Background: an optimization exercise with open tools, aiming at small area, a short achievable clock period and few clock cycles. Do not read the settings as production practice. Function was checked by simulation only, so behaviour that the tests miss may differ from the original.

$ cat design/flow/design.v
package lc3b_pkg;
	localparam int word_bits = 16;   
	localparam int line_bits = 128;   
	localparam int offset_bits = 4;   
	localparam int index_bits = 3;   
	localparam int l1_tag_bits = 9;   
	localparam int line_tag_bits = 12;   
	localparam int l1_sets = 8;   
	localparam int victim_entries = 4;   
	localparam int victim_slot_bits = $clog2(victim_entries);   
	typedef logic [word_bits-1:0] lc3b_word;
	typedef logic [line_bits-1:0] lc3b_cache_line;
	typedef logic [victim_slot_bits-1:0] victim_slot_t;
	typedef struct packed {
		logic read;   
		logic write;   
		logic [1:0] byte_enable;   
		lc3b_word address;   
		lc3b_word wdata;   
	} mem_req_t;
	typedef struct packed {
		logic read;   
		logic write;   
		logic dirty;   
		lc3b_word address;   
		lc3b_cache_line wdata;   
	} line_req_t;
	typedef enum logic [1:0] {
		l1_idle,   
		l1_evict,   
		l1_fill,   
		l1_respond   
	} l1_state_e;
	typedef enum logic [1:0] {
		vc_idle,   
		vc_writeback,   
		vc_fetch,   
		vc_done   
	} victim_state_e;
endpackage
`timescale 1ns/1ps
module l1_cache #(
	parameter bit writable = 1'b1   
) (
	input logic clk,
	input logic reset,
	input lc3b_pkg::mem_req_t cpu_req,
	output lc3b_pkg::lc3b_word cpu_rdata,
	output logic cpu_resp,
	output lc3b_pkg::line_req_t line_req,
	input lc3b_pkg::lc3b_cache_line line_rdata,
	input logic line_dirty,
	input logic line_resp
);
	logic [lc3b_pkg::l1_tag_bits-1:0] tag_array [lc3b_pkg::l1_sets];
	lc3b_pkg::lc3b_cache_line data_array [lc3b_pkg::l1_sets];
	logic [lc3b_pkg::l1_sets-1:0] valid;   
	lc3b_pkg::l1_state_e state, next_state;
	logic [lc3b_pkg::l1_tag_bits-1:0] tag;
	logic [lc3b_pkg::index_bits-1:0] index;
	logic [lc3b_pkg::offset_bits-2:0] word_sel;   
	logic access;   
	logic hit;
	logic do_write;   
	logic hit_now;   
	logic set_dirty;   
	lc3b_pkg::lc3b_cache_line cur_line, merged_line;
	assign tag = cpu_req.address[lc3b_pkg::word_bits-1 -: lc3b_pkg::l1_tag_bits];
	assign index = cpu_req.address[lc3b_pkg::offset_bits +: lc3b_pkg::index_bits];
	assign word_sel = cpu_req.address[lc3b_pkg::offset_bits-1:1];
	assign access = cpu_req.read | cpu_req.write;
	assign hit = valid[index] && (tag_array[index] == tag);
	assign do_write = writable && cpu_req.write;   
	assign hit_now = (state == lc3b_pkg::l1_idle) && access && hit;
	assign cur_line = data_array[index];
	always_comb begin
		merged_line = cur_line;
		if (cpu_req.byte_enable[0])
			merged_line[word_sel*lc3b_pkg::word_bits +: 8] = cpu_req.wdata[7:0];
		if (cpu_req.byte_enable[1])
			merged_line[word_sel*lc3b_pkg::word_bits + 8 +: 8] = cpu_req.wdata[15:8];
	end
	if (writable) begin : g_dirty
		logic [lc3b_pkg::l1_sets-1:0] dirty;
		always_ff @(posedge clk) begin
			if (reset) begin
				dirty <= '0;
			end else if (hit_now && do_write) begin
				dirty[index] <= 1'b1;   
			end else if (state == lc3b_pkg::l1_fill && line_resp) begin
				dirty[index] <= line_dirty;   
			end
		end
		assign set_dirty = dirty[index];
	end else begin : g_clean
		assign set_dirty = 1'b0;   
	end
	always_comb begin
		next_state = state;
		unique case (state)
			lc3b_pkg::l1_idle: begin
				if (access && hit)
					next_state = lc3b_pkg::l1_respond;
				else if (access)
					next_state = valid[index] ? lc3b_pkg::l1_evict : lc3b_pkg::l1_fill;
			end
			lc3b_pkg::l1_evict: begin
				if (line_resp)
					next_state = lc3b_pkg::l1_fill;
			end
			lc3b_pkg::l1_fill: begin
				if (line_resp)
					next_state = lc3b_pkg::l1_idle;   
			end
			lc3b_pkg::l1_respond: begin
				next_state = lc3b_pkg::l1_idle;
			end
		endcase
	end
	always_ff @(posedge clk) begin
		if (reset) begin
			state <= lc3b_pkg::l1_idle;
			valid <= '0;
		end else begin
			state <= next_state;
			if (state == lc3b_pkg::l1_fill && line_resp)
				valid[index] <= 1'b1;
		end
	end
	logic fill_now, array_we;
	lc3b_pkg::lc3b_cache_line array_wdata;
	assign fill_now = (state == lc3b_pkg::l1_fill) && line_resp;
	assign array_we = fill_now || (hit_now && do_write);
	assign array_wdata = fill_now ? line_rdata : merged_line;
	always_ff @(posedge clk) begin
		if (hit_now)
			cpu_rdata <= cur_line[word_sel*lc3b_pkg::word_bits +: lc3b_pkg::word_bits];
		if (array_we)
			data_array[index] <= array_wdata;   
		if (fill_now)
			tag_array[index] <= tag;
	end
	assign cpu_resp = (state == lc3b_pkg::l1_respond);
	always_comb begin
		line_req = '0;
		line_req.read = (state == lc3b_pkg::l1_fill);
		line_req.write = (state == lc3b_pkg::l1_evict);
		line_req.dirty = (state == lc3b_pkg::l1_evict) && set_dirty;
		if (state == lc3b_pkg::l1_evict)
			line_req.address = {tag_array[index], index, {lc3b_pkg::offset_bits{1'b0}}};
		else
			line_req.address = {tag, index, {lc3b_pkg::offset_bits{1'b0}}};
		line_req.wdata = cur_line;   
	end
endmodule
`timescale 1ns/1ps
module line_arbiter (
	input logic clk,
	input logic reset,
	input lc3b_pkg::line_req_t i_req,
	input lc3b_pkg::line_req_t d_req,
	output lc3b_pkg::lc3b_cache_line i_rdata,
	output lc3b_pkg::lc3b_cache_line d_rdata,
	output logic i_dirty,
	output logic d_dirty,
	output logic i_resp,
	output logic d_resp,
	output lc3b_pkg::line_req_t req,
	input lc3b_pkg::lc3b_cache_line rdata,
	input logic dirty,
	input logic resp
);
	logic busy;   
	logic owner_d;   
	logic i_pending, d_pending;
	logic i_owns, d_owns;
	assign i_pending = i_req.read | i_req.write;
	assign d_pending = d_req.read | d_req.write;
	always_ff @(posedge clk) begin
		if (reset) begin
			busy <= 1'b0;
			owner_d <= 1'b0;
		end else if (!busy) begin
			if (d_pending || i_pending) begin
				busy <= 1'b1;
				owner_d <= d_pending;   
			end
		end else if (resp) begin
			busy <= 1'b0;   
		end
	end
	assign i_owns = busy && !owner_d;
	assign d_owns = busy && owner_d;
	always_comb begin
		req = '0;
		if (d_owns)
			req = d_req;
		else if (i_owns)
			req = i_req;
	end
	assign i_resp = i_owns && resp;
	assign d_resp = d_owns && resp;
	assign i_dirty = i_owns && dirty;
	assign d_dirty = d_owns && dirty;
	assign i_rdata = i_owns ? rdata : '0;
	assign d_rdata = d_owns ? rdata : '0;
endmodule
`timescale 1ns/1ps
module victim_cache (
	input logic clk,
	input logic reset,
	input lc3b_pkg::line_req_t l1_req,
	output lc3b_pkg::lc3b_cache_line l1_rdata,
	output logic l1_dirty,
	output logic l1_resp,
	input lc3b_pkg::lc3b_cache_line pmem_rdata,
	input logic pmem_resp,
	output lc3b_pkg::lc3b_word pmem_address,
	output lc3b_pkg::lc3b_cache_line pmem_wdata,
	output logic pmem_read,
	output logic pmem_write
);
	logic [lc3b_pkg::line_tag_bits-1:0] tag_q [lc3b_pkg::victim_entries];
	lc3b_pkg::lc3b_cache_line line_q [lc3b_pkg::victim_entries];
	logic [lc3b_pkg::victim_entries-1:0] valid_q;
	logic [lc3b_pkg::victim_entries-1:0] dirty_q;
	lc3b_pkg::victim_slot_t rank_q [lc3b_pkg::victim_entries];   
	lc3b_pkg::victim_state_e state, next_state;
	lc3b_pkg::victim_slot_t slot_q;   
	logic [lc3b_pkg::line_tag_bits-1:0] req_tag;
	logic hit, has_free;
	lc3b_pkg::victim_slot_t hit_slot, free_slot, lru_slot, target;
	logic wb_needed;   
	logic install;   
	lc3b_pkg::victim_slot_t install_slot;
	logic read_hit;   
	assign req_tag = l1_req.address[lc3b_pkg::word_bits-1 -: lc3b_pkg::line_tag_bits];
	always_comb begin
		hit = 1'b0;
		hit_slot = '0;
		has_free = 1'b0;
		free_slot = '0;
		lru_slot = '0;
		for (int i = 0; i < lc3b_pkg::victim_entries; i++) begin
			if (valid_q[i] && tag_q[i] == req_tag) begin
				hit = 1'b1;
				hit_slot = lc3b_pkg::victim_slot_t'(i);
			end
			if (!valid_q[i] && !has_free) begin
				has_free = 1'b1;   
				free_slot = lc3b_pkg::victim_slot_t'(i);
			end
			if (rank_q[i] == lc3b_pkg::victim_slot_t'(lc3b_pkg::victim_entries - 1))
				lru_slot = lc3b_pkg::victim_slot_t'(i);
		end
	end
	assign target = hit ? hit_slot : (has_free ? free_slot : lru_slot);
	assign wb_needed = !hit && !has_free && dirty_q[lru_slot];
	assign read_hit = (state == lc3b_pkg::vc_idle) && !l1_req.write && l1_req.read && hit;
	assign install = ((state == lc3b_pkg::vc_idle) && l1_req.write && !wb_needed)
		|| ((state == lc3b_pkg::vc_writeback) && pmem_resp);
	assign install_slot = (state == lc3b_pkg::vc_writeback) ? slot_q : target;
	always_comb begin
		next_state = state;
		unique case (state)
			lc3b_pkg::vc_idle: begin
				if (l1_req.write)
					next_state = wb_needed ? lc3b_pkg::vc_writeback : lc3b_pkg::vc_done;
				else if (l1_req.read)
					next_state = hit ? lc3b_pkg::vc_done : lc3b_pkg::vc_fetch;
			end
			lc3b_pkg::vc_writeback: begin
				if (pmem_resp)
					next_state = lc3b_pkg::vc_done;   
			end
			lc3b_pkg::vc_fetch: begin
				if (pmem_resp)
					next_state = lc3b_pkg::vc_done;
			end
			lc3b_pkg::vc_done: begin
				next_state = lc3b_pkg::vc_idle;
			end
		endcase
	end
	always_ff @(posedge clk) begin
		if (reset) begin
			state <= lc3b_pkg::vc_idle;
			valid_q <= '0;
			dirty_q <= '0;
			slot_q <= '0;
			for (int i = 0; i < lc3b_pkg::victim_entries; i++)
				rank_q[i] <= lc3b_pkg::victim_slot_t'(i);   
		end else begin
			state <= next_state;
			if (state == lc3b_pkg::vc_idle && l1_req.write)
				slot_q <= target;
			if (read_hit)
				valid_q[hit_slot] <= 1'b0;   
			if (install) begin
				valid_q[install_slot] <= 1'b1;
				dirty_q[install_slot] <= l1_req.dirty;
				for (int i = 0; i < lc3b_pkg::victim_entries; i++)
					if (rank_q[i] < rank_q[install_slot])
						rank_q[i] <= rank_q[i] + 1'b1;   
				rank_q[install_slot] <= '0;   
			end
		end
	end
	always_ff @(posedge clk) begin
		if (install) begin
			tag_q[install_slot] <= req_tag;
			line_q[install_slot] <= l1_req.wdata;
		end
		if (read_hit) begin
			l1_rdata <= line_q[hit_slot];
			l1_dirty <= dirty_q[hit_slot];   
		end else if (state == lc3b_pkg::vc_fetch && pmem_resp) begin
			l1_rdata <= pmem_rdata;
			l1_dirty <= 1'b0;   
		end
	end
	assign l1_resp = (state == lc3b_pkg::vc_done);
	assign pmem_read = (state == lc3b_pkg::vc_fetch);
	assign pmem_write = (state == lc3b_pkg::vc_writeback);
	assign pmem_wdata = line_q[slot_q];
	assign pmem_address = (state == lc3b_pkg::vc_writeback)
		? {tag_q[slot_q], {lc3b_pkg::offset_bits{1'b0}}}
		: {req_tag, {lc3b_pkg::offset_bits{1'b0}}};
endmodule
`timescale 1ns/1ps
module mem_hierarchy (
	input logic clk,
	input logic reset,
	input lc3b_pkg::mem_req_t i_req,
	output lc3b_pkg::lc3b_word i_rdata,
	output logic i_resp,
	input lc3b_pkg::mem_req_t d_req,
	output lc3b_pkg::lc3b_word d_rdata,
	output logic d_resp,
	input logic pmem_resp,
	input lc3b_pkg::lc3b_cache_line pmem_rdata,
	output lc3b_pkg::lc3b_word pmem_address,
	output lc3b_pkg::lc3b_cache_line pmem_wdata,
	output logic pmem_read,
	output logic pmem_write
);
	lc3b_pkg::line_req_t i_line_req, d_line_req;
	lc3b_pkg::lc3b_cache_line i_line_rdata, d_line_rdata;
	logic i_line_dirty, d_line_dirty;
	logic i_line_resp, d_line_resp;
	lc3b_pkg::line_req_t v_req;
	lc3b_pkg::lc3b_cache_line v_rdata;
	logic v_dirty, v_resp;
	l1_cache #(.writable(1'b0)) icache (   
		.clk,
		.reset,
		.cpu_req(i_req),
		.cpu_rdata(i_rdata),
		.cpu_resp(i_resp),
		.line_req(i_line_req),
		.line_rdata(i_line_rdata),
		.line_dirty(i_line_dirty),
		.line_resp(i_line_resp)
	);
	l1_cache #(.writable(1'b1)) dcache (
		.clk,
		.reset,
		.cpu_req(d_req),
		.cpu_rdata(d_rdata),
		.cpu_resp(d_resp),
		.line_req(d_line_req),
		.line_rdata(d_line_rdata),
		.line_dirty(d_line_dirty),
		.line_resp(d_line_resp)
	);
	line_arbiter arbiter (
		.clk,
		.reset,
		.i_req(i_line_req),
		.d_req(d_line_req),
		.i_rdata(i_line_rdata),
		.d_rdata(d_line_rdata),
		.i_dirty(i_line_dirty),
		.d_dirty(d_line_dirty),
		.i_resp(i_line_resp),
		.d_resp(d_line_resp),
		.req(v_req),
		.rdata(v_rdata),
		.dirty(v_dirty),
		.resp(v_resp)
	);
	victim_cache victim (   
		.clk,
		.reset,
		.l1_req(v_req),
		.l1_rdata(v_rdata),
		.l1_dirty(v_dirty),
		.l1_resp(v_resp),
		.pmem_rdata,
		.pmem_resp,
		.pmem_address,
		.pmem_wdata,
		.pmem_read,
		.pmem_write
	);
endmodule
$ cat design/flow/run.sh
#!/bin/bash
# synth_recipe.tcl (not shown) runs the flow's synth.tcl, then flattens the netlist and writes it again
# the make line also repeats each setting of config.mk as NAME=value (left out here)
make -C /OpenROAD-flow-scripts/flow DESIGN_CONFIG=/design/flow/config.mk WORK_HOME=/design/flow/orfs CLKGATE_MAP_FILE= SYNTH_SCRIPT=/design/flow/synth_recipe.tcl finish
$ cat design/flow/config.mk
export PLATFORM = sky130hd
export DESIGN_NAME = mem_hierarchy
export DESIGN_NICKNAME = mem_hierarchy
export VERILOG_FILES = /design/flow/design.v
export SDC_FILE = /design/flow/constraint.sdc
export NUM_CORES = 4
export LEC_CHECK = 0
export CAP_MARGIN = 20
export CORE_MARGIN = 2
export CORE_UTILIZATION = 40
export SLEW_MARGIN = 20
$ cat design/flow/constraint.sdc
create_clock -name core_clock -period 9.0 [get_ports {clk}]
set_input_delay 1.8000 -clock core_clock [delete_from_list [all_inputs] [get_ports {clk}]]
set_output_delay 1.8000 -clock core_clock [all_outputs]
set_load 0.01 [all_outputs]
==> flow_summary.yaml <==
place:
  dp_hpwl_microns: 263000
  gp_congestion: 0.986
  portBuffers: 358
  dpl-instance-area_sq_um: 128000
clocking:
  cts_tree: "done"
  clk_path_buf_depth: 4
  insertion_delay_ps: 890
  numClockSinks: 2965
  htreeDepth: 5
  ctsHoldBuffers: 0
  post-cts-setup-buffer-count: 0
  cts_made_buffers: 302
  clkTransAtPathRegs_ps: 60
  cts_repair_resize_count: 0
  root_buffer: "clkbuf_16"
synthesis:
  synthAdderAreaFrac_pct: 0.356
  yosys.area.top_type_share_pct: 73.2
  synth_enable_flop_cells: 2913
  synth_seq_cells: 2965
  synth_xor_area_share_pct: 0.499
  syn_inst: 7461
  synth_top_family_by_area: "compound AO/OA/AOI/OAI gates"
  synth.largest_area_cell: "edfxtp_1"
  ys_seq_area_share_pct: 74.1
  synth_cell_types: 90
  yosysWarnings: 4
  syn_avg_cell_area_sq_um: 16.0
  synth_area_leaders: "edfxtp_1, a22oi_1, mux4_2"
  syn-cell-area_sq_um: 119000
  synth_top_cells_by_count: "edfxtp_1, a22oi_1, clkbuf_1"
  synth_most_common_cell: "edfxtp_1"
  synth_flop_cell: "edfxtp_1"
  synth-simple-area-share_pct: 5.83
  synth-compound-area-share_pct: 11.5
  postSynth.asyncResetShare_pct: 0
  synth_mux_area_share_pct: 5.81
global_route:
  overflow: 0
  antenna_found_initial: 53
  first_global_vias: 70500
  grt_pass1_wl_microns: 559000
  grt_max_degree: 151
  grtUsageTotal_pct: 26.2
worst_setup_path:
  cp-start-kind: "input port"
  timing.rr.start: "icache.state[1]"
  crit_buf_inv: 4
  path_cells: "clkdlybuf4s50_1 -> buf_4 -> nand2b_1 -> nor2_1 -> nor4_2 -> o22ai_1 -> xor2_1 -> or4b_4 -> nor4b_4 -> nor3_2 -> and2_1 -> nand2_1 -> a22o_1 -> nand2_1 -> inv_6 -> buf_4"
  r2r_end: "victim.line_q[0][68]"
  crit_fanout: 46
  worstSetupPathType: "input port to register"
  critical-path-max-stage-delay_ps: 950
  worst_setup_path_end_kind: "register"
  crit_slowest_cell: "nor4_2"
  r2r_setup_slack_ps: 2540
  cp_data_arrival_time_ps: 8230
  crit_family: "simple AND/OR/NAND/NOR gates"
  worst_ep_required_time_ps: 9550
  crit_start: "i_req[21]"
  r2r_cells: 15
cells_and_area:
  fin_util_pct: 46.5
  drive_above_1_share_pct: 11.8
  num-fill-cells: 25100
  syn2layout_area_growth_pct: 15.5
  layout.nets: 8025
  fin_area_sq_um: 138000
sta:
  setup_viol: 0
  hold_viol_final: 0
  setup_tns_ps: 0
  max_slew_margin_pct: 19.0
  maxSlewViolCount: 0
  finalCriticalPeriod_ps: 7680
  rsz0062_at_grt: "false"
  fin_crit_sh_pct: 85.4
  fmax_mhz: 130
  tightest_slew_ps: 1210
  skew_ps: 53.7
drt:
  dr.pass1.iters: 6
  viasPerCell: 6.26
  wire_per_inst_microns: 34.3
  ant_nets: 0
  drt-initial-drc-count: 11600
  num_vias: 74900
  drc_errors: 0
  wl_microns: 410000
power_and_ir_drop:
  p_leak_uw: 0.0437
  powerDensity_nw_per_um2: 222
  ir_worst_vdd_mv: 0.133
  power.total_uw: 30700
run_status:
  status: "finished clean"
min_path:
  hp-start: "dcache.valid[7]"
  hp-class: "register to register"
  whs_path_depth: 2
  worst_hold_path.endpoint: "dcache.valid[7]"
die:
  die_w_microns: 550
  core_region_area_sq_um: 297000
  dieArea_sq_um: 303000
  rows: 200
  ioPinCount: 383
  die_h_microns: 550
  start_util_pct: 40.2
flow_run:
  cap_violations: 0
[registers in the layout (all words and copies together) (netlist names), 2 cells and up, named ones only]
signal,count
dcache.data_array,1024
icache.data_array,1024
victim.line_q,512
victim.l1_rdata,128
dcache.tag_array,72
icache.tag_array,72
victim.tag_q,48
dcache.cpu_rdata,16
icache.cpu_rdata,16
dcache.g_dirty.dirty,8
dcache.valid,8
icache.valid,8
victim.rank_q,8
victim.dirty_q,4
victim.valid_q,4
dcache.state,2
icache.state,2
victim.slot_q,2
victim.state,2
[through the flow]
step	worst slack, ps	std cells	hold slack [ps]
3_3_place_gp	864	11400	440
6_report	1320	12000	454
2_1_floorplan	-3340	7464	422
4_1_cts	1690	12000	457
5_1_grt	1060	12000	494
3_5_place_dp	795	11400	444
[worst reg2reg max path, stage by stage (launching register included)]
cell     delay [ps]
dfxtp_1         340
inv_1            90
ha_1            500
inv_1           200
nor4_2         1020
o22ai_1         540
xor2_1          290
or4b_4          610
nor4b_4         460
nor3_2          120
and2_1          220
nand2_1          90
a22o_1          400
nand2_1         260
inv_6           530
buf_4           490
[per-layer routing]
layer / global-route usage [%] / wire length (microns) / vias to the layer above
met4: 12.8 / 22300 / 44
met5: 0 / 298 / -
met1: 35.9 / 157000 / 38400
met2: 38.8 / 182000 / 4883
met3: 6.78 / 48900 / 750
li1: - / - / 30800
[kinds of logic (layout without fill, tap and decap cells)]
family | Yosys count | count (layout)
DFF | 2965 | 2965
AOI/OAI and AO/OA | 1985 | 1985
and+or+nand+nor | 1414 | 1414
buffers and inverters | 579 | 1126
muxes | 415 | 415
xor gates and xnor gates | 68 | 68
adders and majority gates | 34 | 34
other | 1 | 24
[placed cells by master, fill, tap and decap left out, types with 28 or more instances in the layout]
master and count:
and3_1 28, buf_12 72, and2_1 139, clkinv_2 45
o21ai_0 243, edfxtp_1 2913, clkbuf_16 311, xor2_1 43
dfxtp_1 48, clkbuf_1 56, mux4_2 218, nand4_1 186
a21oi_1 387, nor2_1 398, a221oi_1 106, a22oi_1 1055
nor2b_1 93, nand3_1 32, ha_1 33, mux2i_1 154
o211a_1 64, nand2_1 369, buf_4 119, a22o_1 29
and4_1 47, inv_1 41, mux2_2 41, clkdlybuf4s50_1 350
clkinv_1 64
[worst max path at each step]
stage,slack [ps],end,cells after the start
floorplan,-3340,icache.data_array[2][0],4
finish,1320,victim.line_q[0][68],16
detailed placement,790,victim.line_q[0][68],16
global route,1060,victim.line_q[0][68],16
global placement,860,victim.line_q[0][68],16
CTS,1690,victim.line_q[0][84],16
[layout make-up]
| cell class | count | area (sq um) | share of cell area, % |
|---|---|---|---|
| well taps | 3939 | 4930 | 3.57 |
| inverters | 48 | 196 | 0.142 |
| multi-input cells | 3920 | 29000 | 21.0 |
| clock buffers | 368 | 8000 | 5.80 |
| clock inverters | 159 | 1450 | 1.05 |
| diodes | 20 | 50.0 | 0.0363 |
| repair buffers | 551 | 5890 | 4.27 |
| flip-flops and latches | 2965 | 88500 | 64.1 |
[report_power, final]
part	switching, uW	internal [uW]	total [uW]
Sequential	241	15600	15800
Combinational	1870	731	2600
Clock	5260	7000	12300
Total	7370	23300	30700
Testbench counts, summed over its fixed seeds: cycles 233,885.

## re-timing with driven ports
Ports are ideal in the flow. The routed layout listed here was re-timed in OpenROAD. Step 1: set_driving_cell puts a clkbuf_16 on clk and a buf_2 on each other input, an assumption about the parent block. Step 2 adds t to the input delays and takes it off the output delays; t is the mean of the earliest and latest rising clock arrival at the registers after step 1. Input paths then give back, and output paths get back, about the clock's delay inside the block. a / b / c = no drivers / after step 1 / after step 2; a / b = the first two.
t (ns): 0.960
setup slack, ns: 1.316 / 1.392 / 0.432
worst setup path after step 2: input to register
After both steps this run still meets setup and hold. For this run, drivers alone change the setup slack by +0.076 ns; drivers and shift together by -0.884 ns.
